This design comes from an exercise in tuning for small area, a short achievable clock period and few clock cycles per item on the open sky130 flow, not from production work. At most, simulation tests tie the RTL to the original design; equivalence was not proved. For run 2, only the layout was checked, not whether the RTL still works. Power figures rest on the tool's default switching activity, not on a simulated workload.

## flow/design.v (module list and top-level ports; edited modules follow where they fit)
// module pdfi_front: 48 lines
// module pdfi_queue: 34 lines
// module pdfi_vlane: 366 lines
// module pdfi_tlane: 513 lines
// module pdfi_resolve: 25 lines
// module pdfi_back: 64 lines
// module pvt_derating_factor_interpolator: 93 lines
module pvt_derating_factor_interpolator (
  input  logic                                clk,
  input  logic                                rst_n,
  input  logic                                in_valid,
  output logic                                in_ready,
  input  logic [pdfi_pkg::VOLT_W-1:0]         in_voltage_mv,
  input  logic signed [pdfi_pkg::TEMP_W-1:0]  in_temperature_decideg,
  input  logic [pdfi_pkg::CORNER_W-1:0]       in_process_corner,
  output logic                                out_valid,
  input  logic                                out_ready,
  output logic [pdfi_pkg::FACTOR_W-1:0]       out_voltage_factor,
  output logic [pdfi_pkg::FACTOR_W-1:0]       out_temperature_factor,
  output logic [pdfi_pkg::FACTOR_W-1:0]       out_process_factor,
  output logic                                out_voltage_ok,
  output logic                                out_temperature_ok,
  output logic                                out_process_ok
);
  // ...
==> flow/run.sh <==
#!/bin/bash
# synth_recipe.tcl (not shown) runs the flow's synth.tcl, then flattens the netlist and writes it again
# the make line also repeats each setting of config.mk as NAME=value (left out here)
make -C /OpenROAD-flow-scripts/flow DESIGN_CONFIG=/design/flow/config.mk WORK_HOME=/design/flow/orfs CLKGATE_MAP_FILE= SYNTH_SCRIPT=/design/flow/synth_recipe.tcl finish
==> flow/config.mk <==
export PLATFORM = sky130hd
export DESIGN_NAME = pvt_derating_factor_interpolator
export DESIGN_NICKNAME = pvt_derating_factor_interpolator
export VERILOG_FILES = /design/flow/design.v
export SDC_FILE = /design/flow/constraint.sdc
export NUM_CORES = 4
export LEC_CHECK = 0
export CAP_MARGIN = 20
export CORE_MARGIN = 2
export CORE_UTILIZATION = 40
export SETUP_SLACK_MARGIN = 3.0
export SLEW_MARGIN = 20
==> flow/constraint.sdc <==
create_clock -name core_clock -period 7.0 [get_ports {clk}]
set_input_delay 1.4000 -clock core_clock [delete_from_list [all_inputs] [get_ports {clk}]]
set_output_delay 1.4000 -clock core_clock [all_outputs]
set_load 0.01 [all_outputs]
==> flow_summary.json, run 1 <==
{
  "status": "no timing/DRC/antenna violations",
  "finalHoldViolCount": 0,
  "fin_tns_setup_ns": 0,
  "wl_um": 33540,
  "fin_crit_ns": 4.360,
  "endpoint": "u_back.tgb_r[0]",
  "buf_share": 0.1439,
  "firstDrtPassIters": 8,
  "cellLeakagePower_nw": 6.714,
  "slew_headroom": 0.2768,
  "layout-drive-gt1-share": 0.1811,
  "p_sw_mw": 1.644,
  "grt_overflow": 0,
  "rows": 62,
  "dominant_cells": "multi-input gates",
  "grt_use_total": 0.2159,
  "wire_per_inst_um": 18.95,
  "synth_top_family_by_area": "adder cells",
  "initial_core_util": 0.4030,
  "grtUsageMet2": 0.3103,
  "slew_violations": 0,
  "diodes": 0,
  "min_to": "u_back.corner_r[0]",
  "startpoint_type": "flop",
  "syn_area_mm2": 0.01150,
  "drcViolationCount": 0,
  "comb_power_share": 0.608,
  "synth_ff_type": "edfxtp_1",
  "swShare": 0.3998,
  "io_buffers": 91,
  "dieArea_mm2": 0.03013,
  "fin_crit_sh": 0.6228,
  "tapCellCount": 384,
  "r2r-end": "u_back.tgb_r[0]",
  "drt_iter0_drc": 1345,
  "mostFrequentLayoutCell": "inv_1",
  "synthXorXnorAreaFrac": 0.02741,
  "yosys_warnings": 3
}
Testbench counts, summed over its fixed seeds: cycles 16,016, items 16,000.
==> module pdfi_front, before the edit <==
module pdfi_front (
  input  logic [pdfi_pkg::VOLT_W-1:0]        in_voltage_mv,
  input  logic signed [pdfi_pkg::TEMP_W-1:0] in_temperature_decideg,
  output logic [pdfi_pkg::VSW-1:0]           vseg,
  output logic [pdfi_pkg::VUW-1:0]           vu,
  output logic [pdfi_pkg::TSW-1:0]           tseg,
  output logic [pdfi_pkg::TUW-1:0]           tu
);
  always_comb begin
    logic [9:0] ge;
    ge[0] = in_voltage_mv >= 11'd1080;
    ge[1] = in_voltage_mv >= 11'd1088;
    ge[2] = in_voltage_mv >= 11'd1120;
    ge[3] = in_voltage_mv >= 11'd1152;
    ge[4] = in_voltage_mv >= 11'd1160;
    ge[5] = in_voltage_mv >= 11'd1200;
    ge[6] = in_voltage_mv >= 11'd1216;
    ge[7] = in_voltage_mv >= 11'd1240;
    ge[8] = in_voltage_mv >= 11'd1280;
    ge[9] = in_voltage_mv > 11'd1320;
    vseg = ge[8:0] & ~ge[9:1];
  end
  always_comb begin
    logic [18:0] ge;
    ge[0] = in_temperature_decideg >= -12'sd250;
    ge[1] = in_temperature_decideg >= -12'sd150;
    ge[2] = in_temperature_decideg >= 12'sd0;
    ge[3] = in_temperature_decideg >= 12'sd150;
    ge[4] = in_temperature_decideg >= 12'sd250;
    ge[5] = in_temperature_decideg >= 12'sd256;
    ge[6] = in_temperature_decideg >= 12'sd350;
    ge[7] = in_temperature_decideg >= 12'sd450;
    ge[8] = in_temperature_decideg >= 12'sd512;
    ge[9] = in_temperature_decideg >= 12'sd550;
    ge[10] = in_temperature_decideg >= 12'sd650;
    ge[11] = in_temperature_decideg >= 12'sd750;
    ge[12] = in_temperature_decideg >= 12'sd768;
    ge[13] = in_temperature_decideg >= 12'sd850;
    ge[14] = in_temperature_decideg >= 12'sd950;
    ge[15] = in_temperature_decideg >= 12'sd1024;
    ge[16] = in_temperature_decideg >= 12'sd1050;
    ge[17] = in_temperature_decideg >= 12'sd1150;
    ge[18] = in_temperature_decideg > 12'sd1250;
    tseg = ge[17:0] & ~ge[18:1];
  end
  assign vu = in_voltage_mv[pdfi_pkg::VUW-1:0];
  assign tu = in_temperature_decideg[pdfi_pkg::TUW-1:0];
endmodule
==> run 2: changes to the inputs <==
--- a/flow/design.v
+++ b/flow/design.v
@@ -4,13 +4,12 @@
   localparam int CORNER_W = 2;
   localparam int FACTOR_W = 22;
   localparam int F_W      = 21;   
-  localparam int NB       = 5;   
   localparam int VUW = 6;
   localparam int VSW = 9;
-  localparam int TUW = 8;
-  localparam int TSW = 18;
-  localparam logic [VSW-1:0] VSEG_NONE = '0;
-  localparam logic [TSW-1:0] TSEG_NONE = '0;
+  localparam int TUW = 12;
+  localparam int TSW = 20;
+  localparam int VNB = 5;
+  localparam int TNB = 10;
   localparam logic [FACTOR_W-1:0] PF_SLOW = 22'd1231275;
   localparam logic [FACTOR_W-1:0] PF_TYP  = 22'd1048576;
   localparam logic [FACTOR_W-1:0] PF_FAST = 22'd918708;
@@ -23,45 +22,54 @@
   output logic [pdfi_pkg::TSW-1:0]           tseg,
   output logic [pdfi_pkg::TUW-1:0]           tu
 );
-  always_comb begin
-    logic [9:0] ge;
-    ge[0] = in_voltage_mv >= 11'd1080;
-    ge[1] = in_voltage_mv >= 11'd1088;
-    ge[2] = in_voltage_mv >= 11'd1120;
-    ge[3] = in_voltage_mv >= 11'd1152;
-    ge[4] = in_voltage_mv >= 11'd1160;
-    ge[5] = in_voltage_mv >= 11'd1200;
-    ge[6] = in_voltage_mv >= 11'd1216;
-    ge[7] = in_voltage_mv >= 11'd1240;
-    ge[8] = in_voltage_mv >= 11'd1280;
-    ge[9] = in_voltage_mv > 11'd1320;
-    vseg = ge[8:0] & ~ge[9:1];
-  end
-  always_comb begin
-    logic [18:0] ge;
-    ge[0] = in_temperature_decideg >= -12'sd250;
-    ge[1] = in_temperature_decideg >= -12'sd150;
-    ge[2] = in_temperature_decideg >= 12'sd0;
-    ge[3] = in_temperature_decideg >= 12'sd150;
-    ge[4] = in_temperature_decideg >= 12'sd250;
-    ge[5] = in_temperature_decideg >= 12'sd256;
-    ge[6] = in_temperature_decideg >= 12'sd350;
-    ge[7] = in_temperature_decideg >= 12'sd450;
-    ge[8] = in_temperature_decideg >= 12'sd512;
-    ge[9] = in_temperature_decideg >= 12'sd550;
-    ge[10] = in_temperature_decideg >= 12'sd650;
-    ge[11] = in_temperature_decideg >= 12'sd750;
-    ge[12] = in_temperature_decideg >= 12'sd768;
-    ge[13] = in_temperature_decideg >= 12'sd850;
-    ge[14] = in_temperature_decideg >= 12'sd950;
-    ge[15] = in_temperature_decideg >= 12'sd1024;
-    ge[16] = in_temperature_decideg >= 12'sd1050;
-    ge[17] = in_temperature_decideg >= 12'sd1150;
-    ge[18] = in_temperature_decideg > 12'sd1250;
-    tseg = ge[17:0] & ~ge[18:1];
-  end
+  logic [pdfi_pkg::VSW:0] vge;
+  logic [pdfi_pkg::TSW:0] tge;
+  assign vge[0] = in_voltage_mv >= 11'd1080;
+  assign vge[1] = in_voltage_mv >= 11'd1088;
+  assign vge[2] = in_voltage_mv >= 11'd1120;
+  assign vge[3] = in_voltage_mv >= 11'd1152;
+  assign vge[4] = in_voltage_mv >= 11'd1160;
+  assign vge[5] = in_voltage_mv >= 11'd1200;
+  assign vge[6] = in_voltage_mv >= 11'd1216;
+  assign vge[7] = in_voltage_mv >= 11'd1240;
+  assign vge[8] = in_voltage_mv >= 11'd1280;
+  assign vge[9] = in_voltage_mv > 11'd1320;
+  assign vseg = vge[8:0] & ~vge[9:1];
+  assign tge[0] = in_temperature_decideg >= -12'sd250;
+  assign tge[1] = in_temperature_decideg >= -12'sd150;
+  assign tge[2] = in_temperature_decideg >= 12'sd0;
+  assign tge[3] = in_temperature_decideg >= 12'sd150;
+  assign tge[4] = in_temperature_decideg >= 12'sd250;
+  assign tge[5] = in_temperature_decideg >= 12'sd256;
+  assign tge[6] = in_temperature_decideg >= 12'sd350;
+  assign tge[7] = in_temperature_decideg >= 12'sd450;
+  assign tge[8] = in_temperature_decideg >= 12'sd512;
+  assign tge[9] = in_temperature_decideg >= 12'sd550;
+  assign tge[10] = in_temperature_decideg >= 12'sd589;
+  assign tge[11] = in_temperature_decideg >= 12'sd650;
+  assign tge[12] = in_temperature_decideg >= 12'sd738;
+  assign tge[13] = in_temperature_decideg >= 12'sd750;
+  assign tge[14] = in_temperature_decideg >= 12'sd768;
+  assign tge[15] = in_temperature_decideg >= 12'sd850;
+  assign tge[16] = in_temperature_decideg >= 12'sd950;
+  assign tge[17] = in_temperature_decideg >= 12'sd1024;
+  assign tge[18] = in_temperature_decideg >= 12'sd1050;
+  assign tge[19] = in_temperature_decideg >= 12'sd1150;
+  assign tge[20] = in_temperature_decideg > 12'sd1250;
+  assign tseg = tge[19:0] & ~tge[20:1];
   assign vu = in_voltage_mv[pdfi_pkg::VUW-1:0];
-  assign tu = in_temperature_decideg[pdfi_pkg::TUW-1:0];
+  assign tu[0] = in_temperature_decideg[1:0] == 2'd1;
+  assign tu[1] = in_temperature_decideg[1:0] == 2'd2;
+  assign tu[2] = in_temperature_decideg[1:0] == 2'd3;
+  assign tu[3] = in_temperature_decideg[3:2] == 2'd1;
+  assign tu[4] = in_temperature_decideg[3:2] == 2'd2;
+  assign tu[5] = in_temperature_decideg[3:2] == 2'd3;
+  assign tu[6] = in_temperature_decideg[5:4] == 2'd1;
+  assign tu[7] = in_temperature_decideg[5:4] == 2'd2;
+  assign tu[8] = in_temperature_decideg[5:4] == 2'd3;
+  assign tu[9] = in_temperature_decideg[7:6] == 2'd1;
+  assign tu[10] = in_temperature_decideg[7:6] == 2'd2;
+  assign tu[11] = in_temperature_decideg[7:6] == 2'd3;
 endmodule
 module pdfi_queue (
   input  logic                          clk,
@@ -464,25 +472,24 @@
   assign {gb[4], ls[20:16]} = 6'(sa[27:23]) + 6'(sb[27:23]);
 endmodule
 module pdfi_tlane (
-  input  logic [17:0] seg,
-  input  logic [7:0] u,
+  input  logic [19:0] seg,
+  input  logic [11:0] dsel,
   output logic [20:0] ls,
-  output logic [4:0] gb,
+  output logic [9:0] gb,
   output logic ck
 );
-  logic [31:0] e;
-  logic [18:0] g;
-  logic [20:0] g3;
-  logic [7:0] m;
+  logic [29:0] e;
+  logic [16:0] g;
+  logic [18:0] g3;
   logic d0_1, d0_2, d0_3;
-  logic [20:0] r0;
+  logic [18:0] r0;
   logic d1_1, d1_2, d1_3;
-  logic [20:0] r1;
+  logic [18:0] r1;
   logic d2_1, d2_2, d2_3;
-  logic [20:0] r2;
+  logic [18:0] r2;
   logic d3_1, d3_2, d3_3;
-  logic [20:0] r3;
-  logic [31:0] sa, sb;
+  logic [18:0] r3;
+  logic [29:0] sa, sb;
   logic t_w1;
   logic t_w2;
   logic t_w3;
@@ -597,94 +604,75 @@
   logic t_w112;
   logic t_w113;
   logic t_w114;
-  logic t_w115;
-  logic t_w116;
-  logic t_w117;
-  logic t_w118;
-  logic t_w119;
-  logic t_w120;
-  logic t_w121;
-  logic t_w122;
-  logic t_w123;
-  logic t_w124;
-  logic t_w125;
-  logic t_w126;
-  assign e[0] = 1'b0;
-  assign e[1] = 1'b0;
-  assign e[2] = 1'b0;
-  assign e[3] = 1'b0;
-  assign e[4] = seg[5] | seg[6] | seg[14] | seg[16];
-  assign e[5] = seg[2] | seg[3] | seg[6] | seg[9] | seg[13] | seg[16] | seg[17];
-  assign e[6] = seg[1] | seg[3] | seg[6] | seg[12] | seg[14] | seg[15];
-  assign e[7] = ~(seg[0] | seg[3] | seg[4] | seg[6] | seg[7] | seg[8] | seg[11]);
-  assign e[8] = ~(seg[0] | seg[4] | seg[7] | seg[8] | seg[9] | seg[12] | seg[16]);
-  assign e[9] = ~(seg[0] | seg[3] | seg[4] | seg[7] | seg[8] | seg[15]);
-  assign e[10] = seg[2] | seg[3] | seg[5] | seg[6] | seg[7] | seg[8] | seg[9] | seg[10] | seg[17];
-  assign e[11] = seg[0] | seg[1] | seg[5] | seg[8] | seg[12] | seg[14] | seg[16];
-  assign e[12] = ~(seg[2] | seg[3] | seg[5] | seg[11] | seg[12] | seg[13] | seg[14] | seg[16]);
-  assign e[13] = ~(seg[0] | seg[1] | seg[6] | seg[10] | seg[15] | seg[17]);
-  assign e[14] = seg[0] | seg[1] | seg[4] | seg[5] | seg[7] | seg[8] | seg[14] | seg[15];
-  assign e[15] = ~(seg[1] | seg[2] | seg[3] | seg[6] | seg[10] | seg[11] | seg[15] | seg[17]);
-  assign e[16] = ~(seg[1] | seg[6] | seg[7] | seg[8] | seg[9] | seg[11] | seg[13] | seg[14]);
-  assign e[17] = ~(seg[0] | seg[1] | seg[3] | seg[8] | seg[10] | seg[12]);
-  assign e[18] = seg[4] | seg[5] | seg[7] | seg[13] | seg[16] | seg[17];
-  assign e[19] = seg[0] | seg[1] | seg[3] | seg[4] | seg[6] | seg[11] | seg[14];
-  assign e[20] = seg[0] | seg[3] | seg[4] | seg[10] | seg[11] | seg[14];
-  assign e[21] = ~(seg[3] | seg[11] | seg[12] | seg[13] | seg[17]);
-  assign e[22] = ~(seg[0] | seg[1] | seg[5] | seg[6] | seg[11] | seg[14]);
-  assign e[23] = seg[0] | seg[1] | seg[7] | seg[8] | seg[9] | seg[10] | seg[12] | seg[13] | seg[14];
-  assign e[24] = seg[2] | seg[3] | seg[4] | seg[7] | seg[11] | seg[12] | seg[13] | seg[14];
-  assign e[25] = seg[0] | seg[1] | seg[7] | seg[8] | seg[9] | seg[10] | seg[11];
-  assign e[26] = ~(seg[0] | seg[1] | seg[2] | seg[3] | seg[4] | seg[5] | seg[6]);
-  assign e[27] = seg[2] | seg[3] | seg[4] | seg[7] | seg[12] | seg[13] | seg[14];
-  assign e[28] = seg[0] | seg[1] | seg[2] | seg[3] | seg[4] | seg[7] | seg[15] | seg[16] | seg[17];
-  assign e[29] = seg[0] | seg[1] | seg[2] | seg[3] | seg[4] | seg[7];
-  assign e[30] = seg[0] | seg[1] | seg[2] | seg[3] | seg[4] | seg[7];
-  assign e[31] = ~(seg[0] | seg[1] | seg[2] | seg[3] | seg[4] | seg[7]);
-  assign g[0] = seg[0] | seg[3] | seg[9] | seg[10] | seg[12] | seg[13] | seg[17];
-  assign g[1] = seg[8] | seg[9] | seg[10] | seg[13] | seg[15] | seg[17];
-  assign g[2] = seg[1] | seg[3] | seg[10] | seg[14] | seg[17];
-  assign g[3] = ~(seg[0] | seg[4] | seg[5] | seg[6] | seg[8] | seg[14] | seg[15] | seg[17]);
-  assign g[4] = seg[0] | seg[3] | seg[5] | seg[6] | seg[8] | seg[9] | seg[12] | seg[15] | seg[17];
-  assign g[5] = seg[2] | seg[3] | seg[6] | seg[8] | seg[10] | seg[12] | seg[13] | seg[14] | seg[17];
-  assign g[6] = seg[1] | seg[5] | seg[6] | seg[8] | seg[9] | seg[12] | seg[13] | seg[14] | seg[15];
-  assign g[7] = ~(seg[4] | seg[5] | seg[6] | seg[7] | seg[9] | seg[12] | seg[14] | seg[15]);
-  assign g[8] = ~(seg[0] | seg[1] | seg[2] | seg[4] | seg[7] | seg[9] | seg[14] | seg[15]);
-  assign g[9] = ~(seg[0] | seg[4] | seg[6] | seg[8] | seg[14] | seg[15] | seg[16]);
-  assign g[10] = seg[2] | seg[3] | seg[5] | seg[9] | seg[11] | seg[12] | seg[13] | seg[16] | seg[17];
-  assign g[11] = ~(seg[0] | seg[5] | seg[6] | seg[10] | seg[11] | seg[12] | seg[13]);
-  assign g[12] = seg[0] | seg[1] | seg[2] | seg[7] | seg[8] | seg[10] | seg[13] | seg[16] | seg[17];
-  assign g[13] = ~(seg[0] | seg[3] | seg[10] | seg[13]);
-  assign g[14] = seg[3] | seg[7] | seg[8] | seg[9] | seg[10] | seg[16];
-  assign g[15] = ~(seg[16]);
-  assign g[16] = 1'b0;
-  assign g[17] = 1'b1;
-  assign g[18] = 1'b1;
-  assign g3[0] = seg[0] | seg[3] | seg[9] | seg[10] | seg[12] | seg[13] | seg[17];
-  assign g3[1] = seg[0] | seg[3] | seg[8] | seg[12] | seg[15];
-  assign g3[2] = seg[1] | seg[3] | seg[8] | seg[10] | seg[14] | seg[15] | seg[17];
-  assign g3[3] = seg[2] | seg[7] | seg[10] | seg[11] | seg[12] | seg[14] | seg[16];
-  assign g3[4] = ~(seg[1] | seg[4] | seg[10] | seg[12] | seg[13] | seg[14] | seg[17]);
-  assign g3[5] = seg[0] | seg[1] | seg[2] | seg[3] | seg[5] | seg[12] | seg[14] | seg[15] | seg[17];
-  assign g3[6] = seg[1] | seg[2] | seg[5] | seg[6] | seg[8] | seg[12] | seg[13] | seg[15];
-  assign g3[7] = seg[0] | seg[2] | seg[5] | seg[8] | seg[11] | seg[13] | seg[15] | seg[16];
-  assign g3[8] = ~(seg[1] | seg[4] | seg[6] | seg[7] | seg[11] | seg[12] | seg[15] | seg[16]);
-  assign g3[9] = seg[2] | seg[3] | seg[7] | seg[9] | seg[10] | seg[11] | seg[12] | seg[13] | seg[17];
-  assign g3[10] = seg[3] | seg[5] | seg[6] | seg[7] | seg[8] | seg[11] | seg[12] | seg[13] | seg[17];
-  assign g3[11] = ~(seg[0] | seg[1] | seg[5] | seg[6] | seg[11] | seg[12] | seg[13]);
-  assign g3[12] = ~(seg[3] | seg[6] | seg[7] | seg[8] | seg[9] | seg[13]);
-  assign g3[13] = ~(seg[9] | seg[13]);
-  assign g3[14] = ~(seg[0] | seg[1] | seg[2] | seg[17]);
-  assign g3[15] = ~(seg[1] | seg[2] | seg[3] | seg[10] | seg[16] | seg[17]);
-  assign g3[16] = ~(seg[1] | seg[2] | seg[3] | seg[7] | seg[8] | seg[9] | seg[10] | seg[17]);
-  assign g3[17] = ~(seg[1] | seg[2] | seg[3] | seg[7] | seg[8] | seg[9] | seg[10] | seg[17]);
-  assign g3[18] = seg[1] | seg[2] | seg[3] | seg[7] | seg[8] | seg[9] | seg[10] | seg[17];
-  assign g3[19] = 1'b0;
-  assign g3[20] = 1'b1;
-  assign m = u;
-  assign d0_1 = m[1:0] == 2'd1;
-  assign d0_2 = m[1:0] == 2'd2;
-  assign d0_3 = m[1:0] == 2'd3;
+  assign e[0] = seg[0];
+  assign e[1] = seg[3] | seg[10] | seg[14] | seg[19];
+  assign e[2] = seg[0] | seg[5] | seg[6] | seg[15] | seg[16] | seg[18] | seg[19];
+  assign e[3] = seg[2] | seg[3] | seg[6] | seg[10] | seg[11] | seg[18] | seg[19];
+  assign e[4] = seg[0] | seg[1] | seg[6] | seg[11] | seg[16] | seg[19];
+  assign e[5] = seg[1] | seg[2] | seg[5] | seg[9] | seg[10] | seg[11] | seg[16] | seg[18] | seg[19];
+  assign e[6] = seg[0] | seg[1] | seg[2] | seg[5] | seg[6] | seg[12] | seg[13] | seg[14] | seg[15] | seg[16];
+  assign e[7] = ~(seg[4] | seg[7] | seg[8]);
+  assign e[8] = seg[0] | seg[2] | seg[3] | seg[5] | seg[6] | seg[7] | seg[8] | seg[9] | seg[11] | seg[19];
+  assign e[9] = seg[1] | seg[5] | seg[8] | seg[12] | seg[14] | seg[16] | seg[18];
+  assign e[10] = ~(seg[2] | seg[3] | seg[5] | seg[13] | seg[14] | seg[15] | seg[16] | seg[18]);
+  assign e[11] = ~(seg[0] | seg[1] | seg[6] | seg[11] | seg[17] | seg[19]);
+  assign e[12] = seg[0] | seg[1] | seg[4] | seg[5] | seg[7] | seg[8] | seg[12] | seg[16] | seg[17];
+  assign e[13] = ~(seg[1] | seg[2] | seg[3] | seg[6] | seg[11] | seg[12] | seg[13] | seg[17] | seg[19]);
+  assign e[14] = seg[0] | seg[2] | seg[3] | seg[4] | seg[5] | seg[11] | seg[14] | seg[17] | seg[18] | seg[19];
+  assign e[15] = ~(seg[0] | seg[1] | seg[3] | seg[8] | seg[11] | seg[12] | seg[14]);
+  assign e[16] = seg[4] | seg[5] | seg[7] | seg[15] | seg[18] | seg[19];
+  assign e[17] = seg[0] | seg[1] | seg[3] | seg[4] | seg[6] | seg[13] | seg[16];
+  assign e[18] = seg[0] | seg[3] | seg[4] | seg[11] | seg[12] | seg[13] | seg[16];
+  assign e[19] = ~(seg[3] | seg[13] | seg[14] | seg[15] | seg[19]);
+  assign e[20] = ~(seg[0] | seg[1] | seg[5] | seg[6] | seg[13] | seg[16]);
+  assign e[21] = ~(seg[2] | seg[3] | seg[4] | seg[5] | seg[6] | seg[13] | seg[17] | seg[18] | seg[19]);
+  assign e[22] = seg[2] | seg[3] | seg[4] | seg[7] | seg[13] | seg[14] | seg[15] | seg[16];
+  assign e[23] = seg[0] | seg[1] | seg[7] | seg[8] | seg[9] | seg[10] | seg[11] | seg[12] | seg[13];
+  assign e[24] = ~(seg[0] | seg[1] | seg[2] | seg[3] | seg[4] | seg[5] | seg[6]);
+  assign e[25] = seg[2] | seg[3] | seg[4] | seg[7] | seg[14] | seg[15] | seg[16];
+  assign e[26] = seg[0] | seg[1] | seg[2] | seg[3] | seg[4] | seg[7] | seg[17] | seg[18] | seg[19];
+  assign e[27] = seg[0] | seg[1] | seg[2] | seg[3] | seg[4] | seg[7];
+  assign e[28] = seg[0] | seg[1] | seg[2] | seg[3] | seg[4] | seg[7];
+  assign e[29] = ~(seg[0] | seg[1] | seg[2] | seg[3] | seg[4] | seg[7]);
+  assign g[0] = seg[0] | seg[1] | seg[3] | seg[8] | seg[9] | seg[10] | seg[12] | seg[15] | seg[16];
+  assign g[1] = ~(seg[0] | seg[4] | seg[5] | seg[6] | seg[8] | seg[10] | seg[11] | seg[16] | seg[17]);
+  assign g[2] = ~(seg[1] | seg[2] | seg[4] | seg[7] | seg[10] | seg[13] | seg[15] | seg[16] | seg[18]);
+  assign g[3] = seg[2] | seg[3] | seg[6] | seg[8] | seg[10] | seg[11] | seg[14] | seg[15] | seg[16] | seg[19];
+  assign g[4] = ~(seg[0] | seg[2] | seg[3] | seg[4] | seg[7] | seg[11] | seg[13] | seg[18] | seg[19]);
+  assign g[5] = seg[0] | seg[1] | seg[2] | seg[3] | seg[8] | seg[11] | seg[13] | seg[15] | seg[18] | seg[19];
+  assign g[6] = seg[3] | seg[5] | seg[6] | seg[8] | seg[11] | seg[13] | seg[14] | seg[15] | seg[18] | seg[19];
+  assign g[7] = ~(seg[0] | seg[4] | seg[6] | seg[8] | seg[12] | seg[16] | seg[17] | seg[18]);
+  assign g[8] = ~(seg[0] | seg[1] | seg[4] | seg[6] | seg[7] | seg[8] | seg[11] | seg[16] | seg[17]);
+  assign g[9] = ~(seg[0] | seg[5] | seg[6] | seg[11] | seg[12] | seg[13] | seg[14] | seg[15]);
+  assign g[10] = seg[0] | seg[1] | seg[2] | seg[7] | seg[8] | seg[11] | seg[12] | seg[15] | seg[18] | seg[19];
+  assign g[11] = ~(seg[0] | seg[3] | seg[11] | seg[12] | seg[15]);
+  assign g[12] = seg[3] | seg[7] | seg[8] | seg[9] | seg[10] | seg[11] | seg[12] | seg[18];
+  assign g[13] = ~(seg[18]);
+  assign g[14] = 1'b0;
+  assign g[15] = 1'b1;
+  assign g[16] = 1'b1;
+  assign g3[0] = seg[0] | seg[1] | seg[3] | seg[8] | seg[9] | seg[10] | seg[12] | seg[15] | seg[16];
+  assign g3[1] = seg[0] | seg[2] | seg[7] | seg[8] | seg[10] | seg[13] | seg[14] | seg[16] | seg[18] | seg[19];
+  assign g3[2] = ~(seg[1] | seg[4] | seg[10] | seg[14] | seg[15] | seg[16] | seg[19]);
+  assign g3[3] = seg[0] | seg[1] | seg[2] | seg[3] | seg[5] | seg[10] | seg[14] | seg[16] | seg[17] | seg[19];
+  assign g3[4] = seg[1] | seg[2] | seg[5] | seg[6] | seg[8] | seg[14] | seg[15] | seg[17];
+  assign g3[5] = seg[0] | seg[2] | seg[5] | seg[8] | seg[13] | seg[15] | seg[17] | seg[18];
+  assign g3[6] = ~(seg[1] | seg[4] | seg[6] | seg[7] | seg[13] | seg[14] | seg[17] | seg[18]);
+  assign g3[7] = seg[2] | seg[3] | seg[7] | seg[9] | seg[10] | seg[11] | seg[13] | seg[14] | seg[15] | seg[19];
+  assign g3[8] = seg[3] | seg[5] | seg[6] | seg[7] | seg[8] | seg[12] | seg[13] | seg[14] | seg[15] | seg[19];
+  assign g3[9] = ~(seg[0] | seg[1] | seg[5] | seg[6] | seg[13] | seg[14] | seg[15]);
+  assign g3[10] = ~(seg[3] | seg[6] | seg[7] | seg[8] | seg[9] | seg[10] | seg[15]);
+  assign g3[11] = ~(seg[9] | seg[10] | seg[15]);
+  assign g3[12] = ~(seg[0] | seg[1] | seg[2] | seg[19]);
+  assign g3[13] = ~(seg[1] | seg[2] | seg[3] | seg[11] | seg[12] | seg[18] | seg[19]);
+  assign g3[14] = seg[0] | seg[4] | seg[5] | seg[6] | seg[13] | seg[14] | seg[15] | seg[16] | seg[17] | seg[18];
+  assign g3[15] = seg[0] | seg[4] | seg[5] | seg[6] | seg[13] | seg[14] | seg[15] | seg[16] | seg[17] | seg[18];
+  assign g3[16] = seg[1] | seg[2] | seg[3] | seg[7] | seg[8] | seg[9] | seg[10] | seg[11] | seg[12] | seg[19];
+  assign g3[17] = 1'b0;
+  assign g3[18] = 1'b1;
+  assign d0_1 = dsel[0];
+  assign d0_2 = dsel[1];
+  assign d0_3 = dsel[2];
   assign r0[0] = (d0_1 & g[0]) | (d0_3 & g3[0]);
   assign r0[1] = (d0_1 & g[1]) | (d0_2 & g[0]) | (d0_3 & g3[1]);
   assign r0[2] = (d0_1 & g[2]) | (d0_2 & g[1]) | (d0_3 & g3[2]);
@@ -702,13 +690,11 @@
   assign r0[14] = (d0_1 & g[14]) | (d0_2 & g[13]) | (d0_3 & g3[14]);
   assign r0[15] = (d0_1 & g[15]) | (d0_2 & g[14]) | (d0_3 & g3[15]);
   assign r0[16] = (d0_1 & g[16]) | (d0_2 & g[15]) | (d0_3 & g3[16]);
-  assign r0[17] = (d0_1 & g[17]) | (d0_2 & g[16]) | (d0_3 & g3[17]);
-  assign r0[18] = (d0_1 & g[18]) | (d0_2 & g[17]) | (d0_3 & g3[18]);
-  assign r0[19] = (d0_2 & g[18]) | (d0_3 & g3[19]);
-  assign r0[20] = (d0_3 & g3[20]);
-  assign d1_1 = m[3:2] == 2'd1;
-  assign d1_2 = m[3:2] == 2'd2;
-  assign d1_3 = m[3:2] == 2'd3;
+  assign r0[17] = (d0_2 & g[16]) | (d0_3 & g3[17]);
+  assign r0[18] = (d0_3 & g3[18]);
+  assign d1_1 = dsel[3];
+  assign d1_2 = dsel[4];
+  assign d1_3 = dsel[5];
   assign r1[0] = (d1_1 & g[0]) | (d1_3 & g3[0]);
   assign r1[1] = (d1_1 & g[1]) | (d1_2 & g[0]) | (d1_3 & g3[1]);
   assign r1[2] = (d1_1 & g[2]) | (d1_2 & g[1]) | (d1_3 & g3[2]);
@@ -726,13 +712,11 @@
   assign r1[14] = (d1_1 & g[14]) | (d1_2 & g[13]) | (d1_3 & g3[14]);
   assign r1[15] = (d1_1 & g[15]) | (d1_2 & g[14]) | (d1_3 & g3[15]);
   assign r1[16] = (d1_1 & g[16]) | (d1_2 & g[15]) | (d1_3 & g3[16]);
-  assign r1[17] = (d1_1 & g[17]) | (d1_2 & g[16]) | (d1_3 & g3[17]);
-  assign r1[18] = (d1_1 & g[18]) | (d1_2 & g[17]) | (d1_3 & g3[18]);
-  assign r1[19] = (d1_2 & g[18]) | (d1_3 & g3[19]);
-  assign r1[20] = (d1_3 & g3[20]);
-  assign d2_1 = m[5:4] == 2'd1;
-  assign d2_2 = m[5:4] == 2'd2;
-  assign d2_3 = m[5:4] == 2'd3;
+  assign r1[17] = (d1_2 & g[16]) | (d1_3 & g3[17]);
+  assign r1[18] = (d1_3 & g3[18]);
+  assign d2_1 = dsel[6];
+  assign d2_2 = dsel[7];
+  assign d2_3 = dsel[8];
   assign r2[0] = (d2_1 & g[0]) | (d2_3 & g3[0]);
   assign r2[1] = (d2_1 & g[1]) | (d2_2 & g[0]) | (d2_3 & g3[1]);
   assign r2[2] = (d2_1 & g[2]) | (d2_2 & g[1]) | (d2_3 & g3[2]);
@@ -750,13 +734,11 @@
   assign r2[14] = (d2_1 & g[14]) | (d2_2 & g[13]) | (d2_3 & g3[14]);
   assign r2[15] = (d2_1 & g[15]) | (d2_2 & g[14]) | (d2_3 & g3[15]);
   assign r2[16] = (d2_1 & g[16]) | (d2_2 & g[15]) | (d2_3 & g3[16]);
-  assign r2[17] = (d2_1 & g[17]) | (d2_2 & g[16]) | (d2_3 & g3[17]);
-  assign r2[18] = (d2_1 & g[18]) | (d2_2 & g[17]) | (d2_3 & g3[18]);
-  assign r2[19] = (d2_2 & g[18]) | (d2_3 & g3[19]);
-  assign r2[20] = (d2_3 & g3[20]);
-  assign d3_1 = m[7:6] == 2'd1;
-  assign d3_2 = m[7:6] == 2'd2;
-  assign d3_3 = m[7:6] == 2'd3;
+  assign r2[17] = (d2_2 & g[16]) | (d2_3 & g3[17]);
+  assign r2[18] = (d2_3 & g3[18]);
+  assign d3_1 = dsel[9];
+  assign d3_2 = dsel[10];
+  assign d3_3 = dsel[11];
   assign r3[0] = (d3_1 & g[0]) | (d3_3 & g3[0]);
   assign r3[1] = (d3_1 & g[1]) | (d3_2 & g[0]) | (d3_3 & g3[1]);
   assign r3[2] = (d3_1 & g[2]) | (d3_2 & g[1]) | (d3_3 & g3[2]);
@@ -774,10 +756,8 @@
   assign r3[14] = (d3_1 & g[14]) | (d3_2 & g[13]) | (d3_3 & g3[14]);
   assign r3[15] = (d3_1 & g[15]) | (d3_2 & g[14]) | (d3_3 & g3[15]);
   assign r3[16] = (d3_1 & g[16]) | (d3_2 & g[15]) | (d3_3 & g3[16]);
-  assign r3[17] = (d3_1 & g[17]) | (d3_2 & g[16]) | (d3_3 & g3[17]);
-  assign r3[18] = (d3_1 & g[18]) | (d3_2 & g[17]) | (d3_3 & g3[18]);
-  assign r3[19] = (d3_2 & g[18]) | (d3_3 & g3[19]);
-  assign r3[20] = (d3_3 & g3[20]);
+  assign r3[17] = (d3_2 & g[16]) | (d3_3 & g3[17]);
+  assign r3[18] = (d3_3 & g3[18]);
   assign t_w1 = e[6] ^ r0[6];
   assign t_w2 = e[6] & r0[6];
   assign t_w3 = e[7] ^ r0[7] ^ r1[5];
@@ -804,179 +784,168 @@
   assign t_w24 = (e[17] & r0[17]) | (r1[15] & (e[17] ^ r0[17]));
   assign t_w25 = e[18] ^ r0[18] ^ r1[16];
   assign t_w26 = (e[18] & r0[18]) | (r1[16] & (e[18] ^ r0[18]));
-  assign t_w27 = e[19] ^ r0[19] ^ r1[17];
-  assign t_w28 = (e[19] & r0[19]) | (r1[17] & (e[19] ^ r0[19]));
-  assign t_w29 = e[20] ^ r0[20] ^ r1[18];
-  assign t_w30 = (e[20] & r0[20]) | (r1[18] & (e[20] ^ r0[20]));
-  assign t_w31 = e[21] ^ r1[19];
-  assign t_w32 = e[21] & r1[19];
-  assign t_w33 = e[22] ^ r1[20];
-  assign t_w34 = e[22] & r1[20];
-  assign t_w35 = e[4] ^ r0[4];
-  assign t_w36 = e[4] & r0[4];
-  assign t_w37 = e[5] ^ r0[5] ^ r1[3];
-  assign t_w38 = (e[5] & r0[5]) | (r1[3] & (e[5] ^ r0[5]));
-  assign t_w39 = t_w1 ^ r1[4] ^ r2[2];
-  assign t_w40 = (t_w1 & r1[4]) | (r2[2] & (t_w1 ^ r1[4]));
-  assign t_w41 = t_w2 ^ t_w3 ^ r2[3];
-  assign t_w42 = (t_w2 & t_w3) | (r2[3] & (t_w2 ^ t_w3));
-  assign t_w43 = t_w4 ^ t_w5 ^ r2[4];
-  assign t_w44 = (t_w4 & t_w5) | (r2[4] & (t_w4 ^ t_w5));
-  assign t_w45 = t_w6 ^ t_w7 ^ r2[5];
-  assign t_w46 = (t_w6 & t_w7) | (r2[5] & (t_w6 ^ t_w7));
-  assign t_w47 = t_w8 ^ t_w9 ^ r2[6];
-  assign t_w48 = (t_w8 & t_w9) | (r2[6] & (t_w8 ^ t_w9));
-  assign t_w49 = t_w10 ^ t_w11 ^ r2[7];
-  assign t_w50 = (t_w10 & t_w11) | (r2[7] & (t_w10 ^ t_w11));
-  assign t_w51 = t_w12 ^ t_w13 ^ r2[8];
-  assign t_w52 = (t_w12 & t_w13) | (r2[8] & (t_w12 ^ t_w13));
-  assign t_w53 = t_w14 ^ t_w15 ^ r2[9];
-  assign t_w54 = (t_w14 & t_w15) | (r2[9] & (t_w14 ^ t_w15));
-  assign t_w55 = t_w16 ^ t_w17 ^ r2[10];
-  assign t_w56 = (t_w16 & t_w17) | (r2[10] & (t_w16 ^ t_w17));
-  assign t_w57 = t_w18 ^ t_w19 ^ r2[11];
-  assign t_w58 = (t_w18 & t_w19) | (r2[11] & (t_w18 ^ t_w19));
-  assign t_w59 = t_w20 ^ t_w21 ^ r2[12];
-  assign t_w60 = (t_w20 & t_w21) | (r2[12] & (t_w20 ^ t_w21));
-  assign t_w61 = t_w22 ^ t_w23 ^ r2[13];
-  assign t_w62 = (t_w22 & t_w23) | (r2[13] & (t_w22 ^ t_w23));
-  assign t_w63 = t_w24 ^ t_w25 ^ r2[14];
-  assign t_w64 = (t_w24 & t_w25) | (r2[14] & (t_w24 ^ t_w25));
-  assign t_w65 = t_w26 ^ t_w27 ^ r2[15];
-  assign t_w66 = (t_w26 & t_w27) | (r2[15] & (t_w26 ^ t_w27));
-  assign t_w67 = t_w28 ^ t_w29 ^ r2[16];
-  assign t_w68 = (t_w28 & t_w29) | (r2[16] & (t_w28 ^ t_w29));
-  assign t_w69 = t_w30 ^ t_w31 ^ r2[17];
-  assign t_w70 = (t_w30 & t_w31) | (r2[17] & (t_w30 ^ t_w31));
-  assign t_w71 = t_w32 ^ t_w33 ^ r2[18];
-  assign t_w72 = (t_w32 & t_w33) | (r2[18] & (t_w32 ^ t_w33));
-  assign t_w73 = t_w34 ^ e[23] ^ r2[19];
-  assign t_w74 = (t_w34 & e[23]) | (r2[19] & (t_w34 ^ e[23]));
-  assign t_w75 = e[24] ^ r2[20];
-  assign t_w76 = e[24] & r2[20];
-  assign t_w77 = e[2] ^ r0[2];
-  assign t_w78 = e[2] & r0[2];
-  assign t_w79 = e[3] ^ r0[3] ^ r1[1];
-  assign t_w80 = (e[3] & r0[3]) | (r1[1] & (e[3] ^ r0[3]));
-  assign t_w81 = t_w35 ^ r1[2] ^ r2[0];
-  assign t_w82 = (t_w35 & r1[2]) | (r2[0] & (t_w35 ^ r1[2]));
-  assign t_w83 = t_w36 ^ t_w37 ^ r2[1];
-  assign t_w84 = (t_w36 & t_w37) | (r2[1] & (t_w36 ^ t_w37));
-  assign t_w85 = t_w38 ^ t_w39 ^ r3[0];
-  assign t_w86 = (t_w38 & t_w39) | (r3[0] & (t_w38 ^ t_w39));
-  assign t_w87 = t_w40 ^ t_w41 ^ r3[1];
-  assign t_w88 = (t_w40 & t_w41) | (r3[1] & (t_w40 ^ t_w41));
-  assign t_w89 = t_w42 ^ t_w43 ^ r3[2];
-  assign t_w90 = (t_w42 & t_w43) | (r3[2] & (t_w42 ^ t_w43));
-  assign t_w91 = t_w44 ^ t_w45 ^ r3[3];
-  assign t_w92 = (t_w44 & t_w45) | (r3[3] & (t_w44 ^ t_w45));
-  assign t_w93 = t_w46 ^ t_w47 ^ r3[4];
-  assign t_w94 = (t_w46 & t_w47) | (r3[4] & (t_w46 ^ t_w47));
-  assign t_w95 = t_w48 ^ t_w49 ^ r3[5];
-  assign t_w96 = (t_w48 & t_w49) | (r3[5] & (t_w48 ^ t_w49));
-  assign t_w97 = t_w50 ^ t_w51 ^ r3[6];
-  assign t_w98 = (t_w50 & t_w51) | (r3[6] & (t_w50 ^ t_w51));
-  assign t_w99 = t_w52 ^ t_w53 ^ r3[7];
-  assign t_w100 = (t_w52 & t_w53) | (r3[7] & (t_w52 ^ t_w53));
-  assign t_w101 = t_w54 ^ t_w55 ^ r3[8];
-  assign t_w102 = (t_w54 & t_w55) | (r3[8] & (t_w54 ^ t_w55));
-  assign t_w103 = t_w56 ^ t_w57 ^ r3[9];
-  assign t_w104 = (t_w56 & t_w57) | (r3[9] & (t_w56 ^ t_w57));
-  assign t_w105 = t_w58 ^ t_w59 ^ r3[10];
-  assign t_w106 = (t_w58 & t_w59) | (r3[10] & (t_w58 ^ t_w59));
-  assign t_w107 = t_w60 ^ t_w61 ^ r3[11];
-  assign t_w108 = (t_w60 & t_w61) | (r3[11] & (t_w60 ^ t_w61));
-  assign t_w109 = t_w62 ^ t_w63 ^ r3[12];
-  assign t_w110 = (t_w62 & t_w63) | (r3[12] & (t_w62 ^ t_w63));
-  assign t_w111 = t_w64 ^ t_w65 ^ r3[13];
-  assign t_w112 = (t_w64 & t_w65) | (r3[13] & (t_w64 ^ t_w65));
-  assign t_w113 = t_w66 ^ t_w67 ^ r3[14];
-  assign t_w114 = (t_w66 & t_w67) | (r3[14] & (t_w66 ^ t_w67));
-  assign t_w115 = t_w68 ^ t_w69 ^ r3[15];
-  assign t_w116 = (t_w68 & t_w69) | (r3[15] & (t_w68 ^ t_w69));
-  assign t_w117 = t_w70 ^ t_w71 ^ r3[16];
-  assign t_w118 = (t_w70 & t_w71) | (r3[16] & (t_w70 ^ t_w71));
-  assign t_w119 = t_w72 ^ t_w73 ^ r3[17];
-  assign t_w120 = (t_w72 & t_w73) | (r3[17] & (t_w72 ^ t_w73));
-  assign t_w121 = t_w74 ^ t_w75 ^ r3[18];
-  assign t_w122 = (t_w74 & t_w75) | (r3[18] & (t_w74 ^ t_w75));
-  assign t_w123 = t_w76 ^ e[25] ^ r3[19];
-  assign t_w124 = (t_w76 & e[25]) | (r3[19] & (t_w76 ^ e[25]));
-  assign t_w125 = e[26] ^ r3[20];
-  assign t_w126 = e[26] & r3[20];
+  assign t_w27 = e[19] ^ r1[17];
+  assign t_w28 = e[19] & r1[17];
+  assign t_w29 = e[20] ^ r1[18];
+  assign t_w30 = e[20] & r1[18];
+  assign t_w31 = e[4] ^ r0[4];
+  assign t_w32 = e[4] & r0[4];
+  assign t_w33 = e[5] ^ r0[5] ^ r1[3];
+  assign t_w34 = (e[5] & r0[5]) | (r1[3] & (e[5] ^ r0[5]));
+  assign t_w35 = t_w1 ^ r1[4] ^ r2[2];
+  assign t_w36 = (t_w1 & r1[4]) | (r2[2] & (t_w1 ^ r1[4]));
+  assign t_w37 = t_w2 ^ t_w3 ^ r2[3];
+  assign t_w38 = (t_w2 & t_w3) | (r2[3] & (t_w2 ^ t_w3));
+  assign t_w39 = t_w4 ^ t_w5 ^ r2[4];
+  assign t_w40 = (t_w4 & t_w5) | (r2[4] & (t_w4 ^ t_w5));
+  assign t_w41 = t_w6 ^ t_w7 ^ r2[5];
+  assign t_w42 = (t_w6 & t_w7) | (r2[5] & (t_w6 ^ t_w7));
+  assign t_w43 = t_w8 ^ t_w9 ^ r2[6];
+  assign t_w44 = (t_w8 & t_w9) | (r2[6] & (t_w8 ^ t_w9));
+  assign t_w45 = t_w10 ^ t_w11 ^ r2[7];
+  assign t_w46 = (t_w10 & t_w11) | (r2[7] & (t_w10 ^ t_w11));
+  assign t_w47 = t_w12 ^ t_w13 ^ r2[8];
+  assign t_w48 = (t_w12 & t_w13) | (r2[8] & (t_w12 ^ t_w13));
+  assign t_w49 = t_w14 ^ t_w15 ^ r2[9];
+  assign t_w50 = (t_w14 & t_w15) | (r2[9] & (t_w14 ^ t_w15));
+  assign t_w51 = t_w16 ^ t_w17 ^ r2[10];
+  assign t_w52 = (t_w16 & t_w17) | (r2[10] & (t_w16 ^ t_w17));
+  assign t_w53 = t_w18 ^ t_w19 ^ r2[11];
+  assign t_w54 = (t_w18 & t_w19) | (r2[11] & (t_w18 ^ t_w19));
+  assign t_w55 = t_w20 ^ t_w21 ^ r2[12];
+  assign t_w56 = (t_w20 & t_w21) | (r2[12] & (t_w20 ^ t_w21));
+  assign t_w57 = t_w22 ^ t_w23 ^ r2[13];
+  assign t_w58 = (t_w22 & t_w23) | (r2[13] & (t_w22 ^ t_w23));
+  assign t_w59 = t_w24 ^ t_w25 ^ r2[14];
+  assign t_w60 = (t_w24 & t_w25) | (r2[14] & (t_w24 ^ t_w25));
+  assign t_w61 = t_w26 ^ t_w27 ^ r2[15];
+  assign t_w62 = (t_w26 & t_w27) | (r2[15] & (t_w26 ^ t_w27));
+  assign t_w63 = t_w28 ^ t_w29 ^ r2[16];
+  assign t_w64 = (t_w28 & t_w29) | (r2[16] & (t_w28 ^ t_w29));
+  assign t_w65 = t_w30 ^ e[21] ^ r2[17];
+  assign t_w66 = (t_w30 & e[21]) | (r2[17] & (t_w30 ^ e[21]));
+  assign t_w67 = e[22] ^ r2[18];
+  assign t_w68 = e[22] & r2[18];
+  assign t_w69 = e[2] ^ r0[2];
+  assign t_w70 = e[2] & r0[2];
+  assign t_w71 = e[3] ^ r0[3] ^ r1[1];
+  assign t_w72 = (e[3] & r0[3]) | (r1[1] & (e[3] ^ r0[3]));
+  assign t_w73 = t_w31 ^ r1[2] ^ r2[0];
+  assign t_w74 = (t_w31 & r1[2]) | (r2[0] & (t_w31 ^ r1[2]));
+  assign t_w75 = t_w32 ^ t_w33 ^ r2[1];
+  assign t_w76 = (t_w32 & t_w33) | (r2[1] & (t_w32 ^ t_w33));
+  assign t_w77 = t_w34 ^ t_w35 ^ r3[0];
+  assign t_w78 = (t_w34 & t_w35) | (r3[0] & (t_w34 ^ t_w35));
+  assign t_w79 = t_w36 ^ t_w37 ^ r3[1];
+  assign t_w80 = (t_w36 & t_w37) | (r3[1] & (t_w36 ^ t_w37));
+  assign t_w81 = t_w38 ^ t_w39 ^ r3[2];
+  assign t_w82 = (t_w38 & t_w39) | (r3[2] & (t_w38 ^ t_w39));
+  assign t_w83 = t_w40 ^ t_w41 ^ r3[3];
+  assign t_w84 = (t_w40 & t_w41) | (r3[3] & (t_w40 ^ t_w41));
+  assign t_w85 = t_w42 ^ t_w43 ^ r3[4];
+  assign t_w86 = (t_w42 & t_w43) | (r3[4] & (t_w42 ^ t_w43));
+  assign t_w87 = t_w44 ^ t_w45 ^ r3[5];
+  assign t_w88 = (t_w44 & t_w45) | (r3[5] & (t_w44 ^ t_w45));
+  assign t_w89 = t_w46 ^ t_w47 ^ r3[6];
+  assign t_w90 = (t_w46 & t_w47) | (r3[6] & (t_w46 ^ t_w47));
+  assign t_w91 = t_w48 ^ t_w49 ^ r3[7];
+  assign t_w92 = (t_w48 & t_w49) | (r3[7] & (t_w48 ^ t_w49));
+  assign t_w93 = t_w50 ^ t_w51 ^ r3[8];
+  assign t_w94 = (t_w50 & t_w51) | (r3[8] & (t_w50 ^ t_w51));
+  assign t_w95 = t_w52 ^ t_w53 ^ r3[9];
+  assign t_w96 = (t_w52 & t_w53) | (r3[9] & (t_w52 ^ t_w53));
+  assign t_w97 = t_w54 ^ t_w55 ^ r3[10];
+  assign t_w98 = (t_w54 & t_w55) | (r3[10] & (t_w54 ^ t_w55));
+  assign t_w99 = t_w56 ^ t_w57 ^ r3[11];
+  assign t_w100 = (t_w56 & t_w57) | (r3[11] & (t_w56 ^ t_w57));
+  assign t_w101 = t_w58 ^ t_w59 ^ r3[12];
+  assign t_w102 = (t_w58 & t_w59) | (r3[12] & (t_w58 ^ t_w59));
+  assign t_w103 = t_w60 ^ t_w61 ^ r3[13];
+  assign t_w104 = (t_w60 & t_w61) | (r3[13] & (t_w60 ^ t_w61));
+  assign t_w105 = t_w62 ^ t_w63 ^ r3[14];
+  assign t_w106 = (t_w62 & t_w63) | (r3[14] & (t_w62 ^ t_w63));
+  assign t_w107 = t_w64 ^ t_w65 ^ r3[15];
+  assign t_w108 = (t_w64 & t_w65) | (r3[15] & (t_w64 ^ t_w65));
+  assign t_w109 = t_w66 ^ t_w67 ^ r3[16];
+  assign t_w110 = (t_w66 & t_w67) | (r3[16] & (t_w66 ^ t_w67));
+  assign t_w111 = t_w68 ^ e[23] ^ r3[17];
+  assign t_w112 = (t_w68 & e[23]) | (r3[17] & (t_w68 ^ e[23]));
+  assign t_w113 = e[24] ^ r3[18];
+  assign t_w114 = e[24] & r3[18];
   assign sa[0] = e[0];
   assign sb[0] = r0[0];
   assign sa[1] = e[1];
   assign sb[1] = r0[1];
-  assign sa[2] = t_w77;
+  assign sa[2] = t_w69;
   assign sb[2] = r1[0];
-  assign sa[3] = t_w78;
-  assign sb[3] = t_w79;
-  assign sa[4] = t_w80;
-  assign sb[4] = t_w81;
-  assign sa[5] = t_w82;
-  assign sb[5] = t_w83;
-  assign sa[6] = t_w84;
-  assign sb[6] = t_w85;
-  assign sa[7] = t_w86;
-  assign sb[7] = t_w87;
-  assign sa[8] = t_w88;
-  assign sb[8] = t_w89;
-  assign sa[9] = t_w90;
-  assign sb[9] = t_w91;
-  assign sa[10] = t_w92;
-  assign sb[10] = t_w93;
-  assign sa[11] = t_w94;
-  assign sb[11] = t_w95;
-  assign sa[12] = t_w96;
-  assign sb[12] = t_w97;
-  assign sa[13] = t_w98;
-  assign sb[13] = t_w99;
-  assign sa[14] = t_w100;
-  assign sb[14] = t_w101;
-  assign sa[15] = t_w102;
-  assign sb[15] = t_w103;
-  assign sa[16] = t_w104;
-  assign sb[16] = t_w105;
-  assign sa[17] = t_w106;
-  assign sb[17] = t_w107;
-  assign sa[18] = t_w108;
-  assign sb[18] = t_w109;
-  assign sa[19] = t_w110;
-  assign sb[19] = t_w111;
-  assign sa[20] = t_w112;
-  assign sb[20] = t_w113;
-  assign sa[21] = t_w114;
-  assign sb[21] = t_w115;
-  assign sa[22] = t_w116;
-  assign sb[22] = t_w117;
-  assign sa[23] = t_w118;
-  assign sb[23] = t_w119;
-  assign sa[24] = t_w120;
-  assign sb[24] = t_w121;
-  assign sa[25] = t_w122;
-  assign sb[25] = t_w123;
-  assign sa[26] = t_w124;
-  assign sb[26] = t_w125;
-  assign sa[27] = t_w126;
-  assign sb[27] = e[27];
+  assign sa[3] = t_w70;
+  assign sb[3] = t_w71;
+  assign sa[4] = t_w72;
+  assign sb[4] = t_w73;
+  assign sa[5] = t_w74;
+  assign sb[5] = t_w75;
+  assign sa[6] = t_w76;
+  assign sb[6] = t_w77;
+  assign sa[7] = t_w78;
+  assign sb[7] = t_w79;
+  assign sa[8] = t_w80;
+  assign sb[8] = t_w81;
+  assign sa[9] = t_w82;
+  assign sb[9] = t_w83;
+  assign sa[10] = t_w84;
+  assign sb[10] = t_w85;
+  assign sa[11] = t_w86;
+  assign sb[11] = t_w87;
+  assign sa[12] = t_w88;
+  assign sb[12] = t_w89;
+  assign sa[13] = t_w90;
+  assign sb[13] = t_w91;
+  assign sa[14] = t_w92;
+  assign sb[14] = t_w93;
+  assign sa[15] = t_w94;
+  assign sb[15] = t_w95;
+  assign sa[16] = t_w96;
+  assign sb[16] = t_w97;
+  assign sa[17] = t_w98;
+  assign sb[17] = t_w99;
+  assign sa[18] = t_w100;
+  assign sb[18] = t_w101;
+  assign sa[19] = t_w102;
+  assign sb[19] = t_w103;
+  assign sa[20] = t_w104;
+  assign sb[20] = t_w105;
+  assign sa[21] = t_w106;
+  assign sb[21] = t_w107;
+  assign sa[22] = t_w108;
+  assign sb[22] = t_w109;
+  assign sa[23] = t_w110;
+  assign sb[23] = t_w111;
+  assign sa[24] = t_w112;
+  assign sb[24] = t_w113;
+  assign sa[25] = t_w114;
+  assign sb[25] = e[25];
+  assign sa[26] = e[26];
+  assign sb[26] = 1'b0;
+  assign sa[27] = e[27];
+  assign sb[27] = 1'b0;
   assign sa[28] = e[28];
   assign sb[28] = 1'b0;
   assign sa[29] = e[29];
   assign sb[29] = 1'b0;
-  assign sa[30] = e[30];
-  assign sb[30] = 1'b0;
-  assign sa[31] = e[31];
-  assign sb[31] = 1'b0;
-  logic [10:0] lo_unused;
-  assign {ck, lo_unused} = 12'(sa[10:0]) + 12'(sb[10:0]);
-  assign {gb[0], ls[3:0]} = 5'(sa[14:11]) + 5'(sb[14:11]);
-  assign {gb[1], ls[7:4]} = 5'(sa[18:15]) + 5'(sb[18:15]);
-  assign {gb[2], ls[11:8]} = 5'(sa[22:19]) + 5'(sb[22:19]);
-  assign {gb[3], ls[15:12]} = 5'(sa[26:23]) + 5'(sb[26:23]);
-  assign {gb[4], ls[20:16]} = 6'(sa[31:27]) + 6'(sb[31:27]);
+  logic [8:0] lo_unused;
+  assign {ck, lo_unused} = 10'(sa[8:0]) + 10'(sb[8:0]);
+  assign {gb[0], ls[1:0]} = 3'(sa[10:9]) + 3'(sb[10:9]);
+  assign {gb[1], ls[3:2]} = 3'(sa[12:11]) + 3'(sb[12:11]);
+  assign {gb[2], ls[5:4]} = 3'(sa[14:13]) + 3'(sb[14:13]);
+  assign {gb[3], ls[7:6]} = 3'(sa[16:15]) + 3'(sb[16:15]);
+  assign {gb[4], ls[9:8]} = 3'(sa[18:17]) + 3'(sb[18:17]);
+  assign {gb[5], ls[11:10]} = 3'(sa[20:19]) + 3'(sb[20:19]);
+  assign {gb[6], ls[13:12]} = 3'(sa[22:21]) + 3'(sb[22:21]);
+  assign {gb[7], ls[15:14]} = 3'(sa[24:23]) + 3'(sb[24:23]);
+  assign {gb[8], ls[17:16]} = 3'(sa[26:25]) + 3'(sb[26:25]);
+  assign {gb[9], ls[20:18]} = 4'(sa[29:27]) + 4'(sb[29:27]);
 endmodule
-module pdfi_resolve (
+module pdfi_vresolve (
   input  logic [20:0] ls,
   input  logic [4:0] gb,
   input  logic ck,
@@ -1001,17 +970,57 @@
   assign c[5] = gb[4] | (pb[4] & c[4]);
   assign f[20:16] = ls[20:16] + 5'(c[4]);
 endmodule
+module pdfi_tresolve (
+  input  logic [20:0] ls,
+  input  logic [9:0] gb,
+  input  logic ck,
+  output logic [20:0] f
+);
+  logic [10:0] c;
+  logic [9:0] pb;
+  assign c[0] = ck;
+  assign pb[0] = &ls[1:0];
+  assign c[1] = gb[0] | (pb[0] & c[0]);
+  assign f[1:0] = ls[1:0] + 2'(c[0]);
+  assign pb[1] = &ls[3:2];
+  assign c[2] = gb[1] | (pb[1] & c[1]);
+  assign f[3:2] = ls[3:2] + 2'(c[1]);
+  assign pb[2] = &ls[5:4];
+  assign c[3] = gb[2] | (pb[2] & c[2]);
+  assign f[5:4] = ls[5:4] + 2'(c[2]);
+  assign pb[3] = &ls[7:6];
+  assign c[4] = gb[3] | (pb[3] & c[3]);
+  assign f[7:6] = ls[7:6] + 2'(c[3]);
+  assign pb[4] = &ls[9:8];
+  assign c[5] = gb[4] | (pb[4] & c[4]);
+  assign f[9:8] = ls[9:8] + 2'(c[4]);
+  assign pb[5] = &ls[11:10];
+  assign c[6] = gb[5] | (pb[5] & c[5]);
+  assign f[11:10] = ls[11:10] + 2'(c[5]);
+  assign pb[6] = &ls[13:12];
+  assign c[7] = gb[6] | (pb[6] & c[6]);
+  assign f[13:12] = ls[13:12] + 2'(c[6]);
+  assign pb[7] = &ls[15:14];
+  assign c[8] = gb[7] | (pb[7] & c[7]);
+  assign f[15:14] = ls[15:14] + 2'(c[7]);
+  assign pb[8] = &ls[17:16];
+  assign c[9] = gb[8] | (pb[8] & c[8]);
+  assign f[17:16] = ls[17:16] + 2'(c[8]);
+  assign pb[9] = &ls[20:18];
+  assign c[10] = gb[9] | (pb[9] & c[9]);
+  assign f[20:18] = ls[20:18] + 3'(c[9]);
+endmodule
 module pdfi_back (
   input  logic                          clk,
   input  logic                          rst_n,
   input  logic                          en,
   input  logic                          valid_d,
-  input  logic [pdfi_pkg::F_W-1:0]      vls_d,
-  input  logic [pdfi_pkg::NB-1:0]       vgb_d,
-  input  logic                          vck_d,
-  input  logic [pdfi_pkg::F_W-1:0]      tls_d,
-  input  logic [pdfi_pkg::NB-1:0]       tgb_d,
-  input  logic                          tck_d,
+  input  logic [pdfi_pkg::F_W-1:0] vls_d,
+  input  logic [pdfi_pkg::VNB-1:0] vgb_d,
+  input  logic vck_d,
+  input  logic [pdfi_pkg::F_W-1:0] tls_d,
+  input  logic [pdfi_pkg::TNB-1:0] tgb_d,
+  input  logic tck_d,
   input  logic                          vok_d,
   input  logic                          tok_d,
   input  logic [pdfi_pkg::CORNER_W-1:0] corner_d,
@@ -1023,9 +1032,12 @@
   output logic                          out_temperature_ok,
   output logic                          out_process_ok
 );
-  logic [pdfi_pkg::F_W-1:0]      vls_r, tls_r;
-  logic [pdfi_pkg::NB-1:0]       vgb_r, tgb_r;
-  logic                          vck_r, tck_r;
+  logic [pdfi_pkg::F_W-1:0] vls_r;
+  logic [pdfi_pkg::VNB-1:0] vgb_r;
+  logic vck_r;
+  logic [pdfi_pkg::F_W-1:0] tls_r;
+  logic [pdfi_pkg::TNB-1:0] tgb_r;
+  logic tck_r;
   logic                          vok_r, tok_r;
   logic [pdfi_pkg::CORNER_W-1:0] corner_r;
   always_ff @(posedge clk) begin
@@ -1037,20 +1049,21 @@
   end
   always_ff @(posedge clk) begin
     if (en) begin
-      vls_r    <= vls_d;
-      vgb_r    <= vgb_d;
-      vck_r    <= vck_d;
-      tls_r    <= tls_d;
-      tgb_r    <= tgb_d;
-      tck_r    <= tck_d;
-      vok_r    <= vok_d;
-      tok_r    <= tok_d;
+      vls_r <= vls_d;
+      vgb_r <= vgb_d;
+      vck_r <= vck_d;
+      tls_r <= tls_d;
+      tgb_r <= tgb_d;
+      tck_r <= tck_d;
+      vok_r <= vok_d;
+      tok_r <= tok_d;
       corner_r <= corner_d;
     end
   end
-  logic [pdfi_pkg::F_W-1:0] vf, tf;
-  pdfi_resolve u_vres (.ls (vls_r), .gb (vgb_r), .ck (vck_r), .f (vf));
-  pdfi_resolve u_tres (.ls (tls_r), .gb (tgb_r), .ck (tck_r), .f (tf));
+  logic [pdfi_pkg::F_W-1:0] vf;
+  pdfi_vresolve u_vres (.ls (vls_r), .gb (vgb_r), .ck (vck_r), .f (vf));
+  logic [pdfi_pkg::F_W-1:0] tf;
+  pdfi_tresolve u_tres (.ls (tls_r), .gb (tgb_r), .ck (tck_r), .f (tf));
   assign out_voltage_factor     = {1'b0, vf & {pdfi_pkg::F_W{vok_r}}};
   assign out_temperature_factor = {1'b0, tf & {pdfi_pkg::F_W{tok_r}}};
   assign out_voltage_ok         = vok_r;
@@ -1090,9 +1103,12 @@
   logic                          a_valid;
   logic                          a_en;
   logic                          b_en;
-  logic [pdfi_pkg::F_W-1:0]      vls, tls;
-  logic [pdfi_pkg::NB-1:0]       vgb, tgb;
-  logic                          vck, tck;
+  logic [pdfi_pkg::F_W-1:0] vls;
+  logic [pdfi_pkg::VNB-1:0] vgb;
+  logic vck;
+  logic [pdfi_pkg::F_W-1:0] tls;
+  logic [pdfi_pkg::TNB-1:0] tgb;
+  logic tck;
   assign b_en     = !out_valid || out_ready;
   assign a_en     = !a_valid || b_en;
   assign in_ready = a_en;
@@ -1123,14 +1139,14 @@
   );
   pdfi_vlane u_vlane (
     .seg (vseg_q),
-    .u   (vu_q),
+    .u    (vu_q),
     .ls  (vls),
     .gb  (vgb),
     .ck  (vck)
   );
   pdfi_tlane u_tlane (
     .seg (tseg_q),
-    .u   (tu_q),
+    .dsel (tu_q),
     .ls  (tls),
     .gb  (tgb),
     .ck  (tck)
@@ -1140,14 +1156,14 @@
     .rst_n                  (rst_n),
     .en                     (b_en),
     .valid_d                (a_valid),
-    .vls_d                  (vls),
-    .vgb_d                  (vgb),
-    .vck_d                  (vck),
-    .tls_d                  (tls),
-    .tgb_d                  (tgb),
-    .tck_d                  (tck),
-    .vok_d                  (vseg_q != pdfi_pkg::VSEG_NONE),
-    .tok_d                  (tseg_q != pdfi_pkg::TSEG_NONE),
+    .vls_d                 (vls),
+    .vgb_d                 (vgb),
+    .vck_d                 (vck),
+    .tls_d                 (tls),
+    .tgb_d                 (tgb),
+    .tck_d                 (tck),
+    .vok_d                  (|vseg_q),
+    .tok_d                  (|tseg_q),
     .corner_d               (corner_q),
     .out_valid              (out_valid),
     .out_voltage_factor     (out_voltage_factor),
--- a/flow/config.mk
+++ b/flow/config.mk
@@ -5,8 +5,9 @@
 export SDC_FILE = /design/flow/constraint.sdc
 export NUM_CORES = 4
 export LEC_CHECK = 0
+export ABC_AREA = 1
 export CAP_MARGIN = 20
 export CORE_MARGIN = 2
 export CORE_UTILIZATION = 40
-export SETUP_SLACK_MARGIN = 3.0
+export SETUP_SLACK_MARGIN = 3.4
 export SLEW_MARGIN = 20
==> flow_summary.json, run 2 <==
{
  "hold_path_depth": 0,
  "ir_drop_v": 0.0001053,
  "swShare": 0.4210,
  "p_sw_mw": 1.763,
  "tightestPinTransition_ns": 0.8967,
  "wl_um": 36760,
  "mostFrequentLayoutCells": "inv_1 (258), nand2_1 (146), buf_4 (141)",
  "status": "no timing/DRC/antenna violations",
  "initial_core_util": 0.4046,
  "seq_power_share": 0.270,
  "setup_violations": 0,
  "final_util": 0.5356,
  "startpoint_type": "flop",
  "worstSetupEndpointType": "flop",
  "fin_crit_sh": 0.5652,
  "dpl_worst_slack_ns": 2.683,
  "drt_iter0_drc": 1165,
  "post-route-cell-area_mm2": 0.01480,
  "synth_top_area_share": 0.2901,
  "firstDrtPassIters": 9,
  "finalHoldViolCount": 0,
  "fin_tns_setup_ns": 0,
  "finalClockSkew_ns": 0.01746,
  "synth-edff-count": 108,
  "synth-async-reset-ratio": 0,
  "layout-drive-gt1-share": 0.2665,
  "avgSynthCellArea_um2": 8.361,
  "mostFrequentLayoutCell": "inv_1",
  "grt_use_total": 0.2514,
  "cts_sinks": 110,
  "synth_area_leaders": "edfxtp_1 (29%), fa_1 (17%), inv_1 (9.8%), ha_1 (8.4%), nand2_1 (5.6%)",
  "slew_violations": 0,
  "comb_power_share": 0.598,
  "cp.required_ns": 7.12,
  "hold_path_class": "flop to flop",
  "syn_area_mm2": 0.01118,
  "grt_antenna_before_repair": 0,
  "io_buffers": 91,
  "crit_fanout": 4,
  "ys_seq_area_frac": 0.2937,
  "wire_per_inst_um": 18.85,
  "dpl_cell_area_mm2": 0.01243,
  "ctsHtreeMaxLevel": 3,
  "fin_crit_ns": 3.956,
  "synth.distinct_cells": 49,
  "internal_power_mw": 2.425,
  "ant_nets": 0,
  "grt_pass1_wl_um": 56490,
  "synth_ff_type": "edfxtp_1",
  "slew_headroom": 0.3967,
  "power.total_mw": 4.188,
  "cellLeakagePower_nw": 7.116,
  "fmax_ghz": 0.2528,
  "fin_cells": 1950,
  "core-area_mm2": 0.02763,
  "crit_type": "flop to flop",
  "rsz0062_at_grt": "yes",
  "boundaryPins": 100,
  "setup_ws_ns": 3.044,
  "diodes": 0,
  "synth-seq-cells": 110,
  "clockPowerShare": 0.132,
  "yosysTopAreaCell": "edfxtp_1",
  "dieArea_mm2": 0.02930,
  "rows": 61,
  "grt_overflow": 0,
  "drcViolationCount": 0,
  "rr_worst_depth": 16,
  "grt_max_degree": 61,
  "yosys_warnings": 2,
  "max_cap_violations": 0
}
==> run 2: cell count changes after synthesis, sizes merged, moves of 21 or more <==
cell | before | now
o221ai | 0 | 37
nand2 | 53 | 183
and2 | 45 | 1
xnor2 | 25 | 4
a222oi | 46 | 0
nor2 | 81 | 161
a21oi | 50 | 79
clkbuf | 54 | 18
inv | 187 | 296
==> run 2: layer usage <==
metal  track usage  vias up  part of all wire
li1              -     4898                 -
met1        0.3432     4951              0.43
met2        0.3838      606              0.43
met3       0.04763      174             0.090
met4        0.1245        0             0.055
met5             0        -                 0
==> run 2: area by class of cell <==
cell class / instances / area [um^2]
clock buffers: 9 / 225.2
well taps: 378 / 473.0
repair buffers: 259 / 2227
multi-input cells: 881 / 7347
clock inverters: 7 / 81.33
inverters: 306 / 1162
flip-flops and latches: 110 / 3283
fillers: 2580 / 12830
==> run 2: final timing paths <==
kind                                     startpoint                  to  slack, ns
worst max-delay path             u_queue.tseg_q[15]     u_back.tls_r[3]       3.04
worst min-delay path            u_queue.corner_q[0]  u_back.corner_r[0]       0.43
worst max register to register   u_queue.tseg_q[15]     u_back.tls_r[3]       3.04
worst min register to register  u_queue.corner_q[0]  u_back.corner_r[0]       0.43
==> run 2: kinds of logic after synthesis <==
group	Yosys count	share of synthesized area
DFF	110	0.2937
adders and majority gates	170	0.2541
AOI/OAI and AO/OA	237	0.1370
and+or+nand+nor	458	0.1820
buffers and inverters	353	0.1266
xor gates and xnor gates	8	0.006268
other	1	0.0003355
==> run 2: worst max-delay path, cell delays in order (launching register included) <==
cell      delay, ns
edfxtp_1       0.44
buf_6          0.17
nor2_4         0.09
inv_2          0.05
nor2_4         0.12
inv_2          0.05
nor4_4         0.30
inv_2          0.11
nand2_2        0.07
o221ai_2       0.11
fa_1           0.51
fa_1           0.56
inv_2          0.04
fa_1           0.51
inv_2          0.05
ha_4           0.15
fa_2           0.40
==> run 2: power groups by stage <==
stage                     clock, mW  combinational (mW)  sequential (mW)
after floorplan                   0                1.45             1.09
after global placement            0                2.09             1.14
after detailed placement          0                2.14             1.15
after CTS                     0.562                2.33             1.12
after global routing          0.581                2.89             1.15
final                         0.553                2.50             1.13
==> run 2: repair_timing <==
action / CTS / global route
setup buffers: 119 / 45
resized for setup: 223 / 130
endpoints found under the setup margin: 66 / 70
pin swaps: 63 / 39
hold buffers: 0 / 0

re-timing with driven ports:
In the flow no input, the clock included, has a driving cell. The finished layouts below were timed again as built, in two steps.
Step 1: set_driving_cell puts a clkbuf_16 on clk and a buf_2 on each other input, an assumption about the parent block.
Step 2 times the ports against the registers' clock, not the clock port: input delays grow and output delays shrink by t, the midpoint of the rising clock arrivals with the driver on.
Three values: ideal ports, drivers, drivers and shift; two values: the first two.
run | t, ns | setup WS [ns]
run 1 | 0.411 | 2.640 / 2.640 / 2.640
run 2 | 0.404 | 3.044 / 3.044 / 3.044
After both steps every run listed still meets setup and hold.
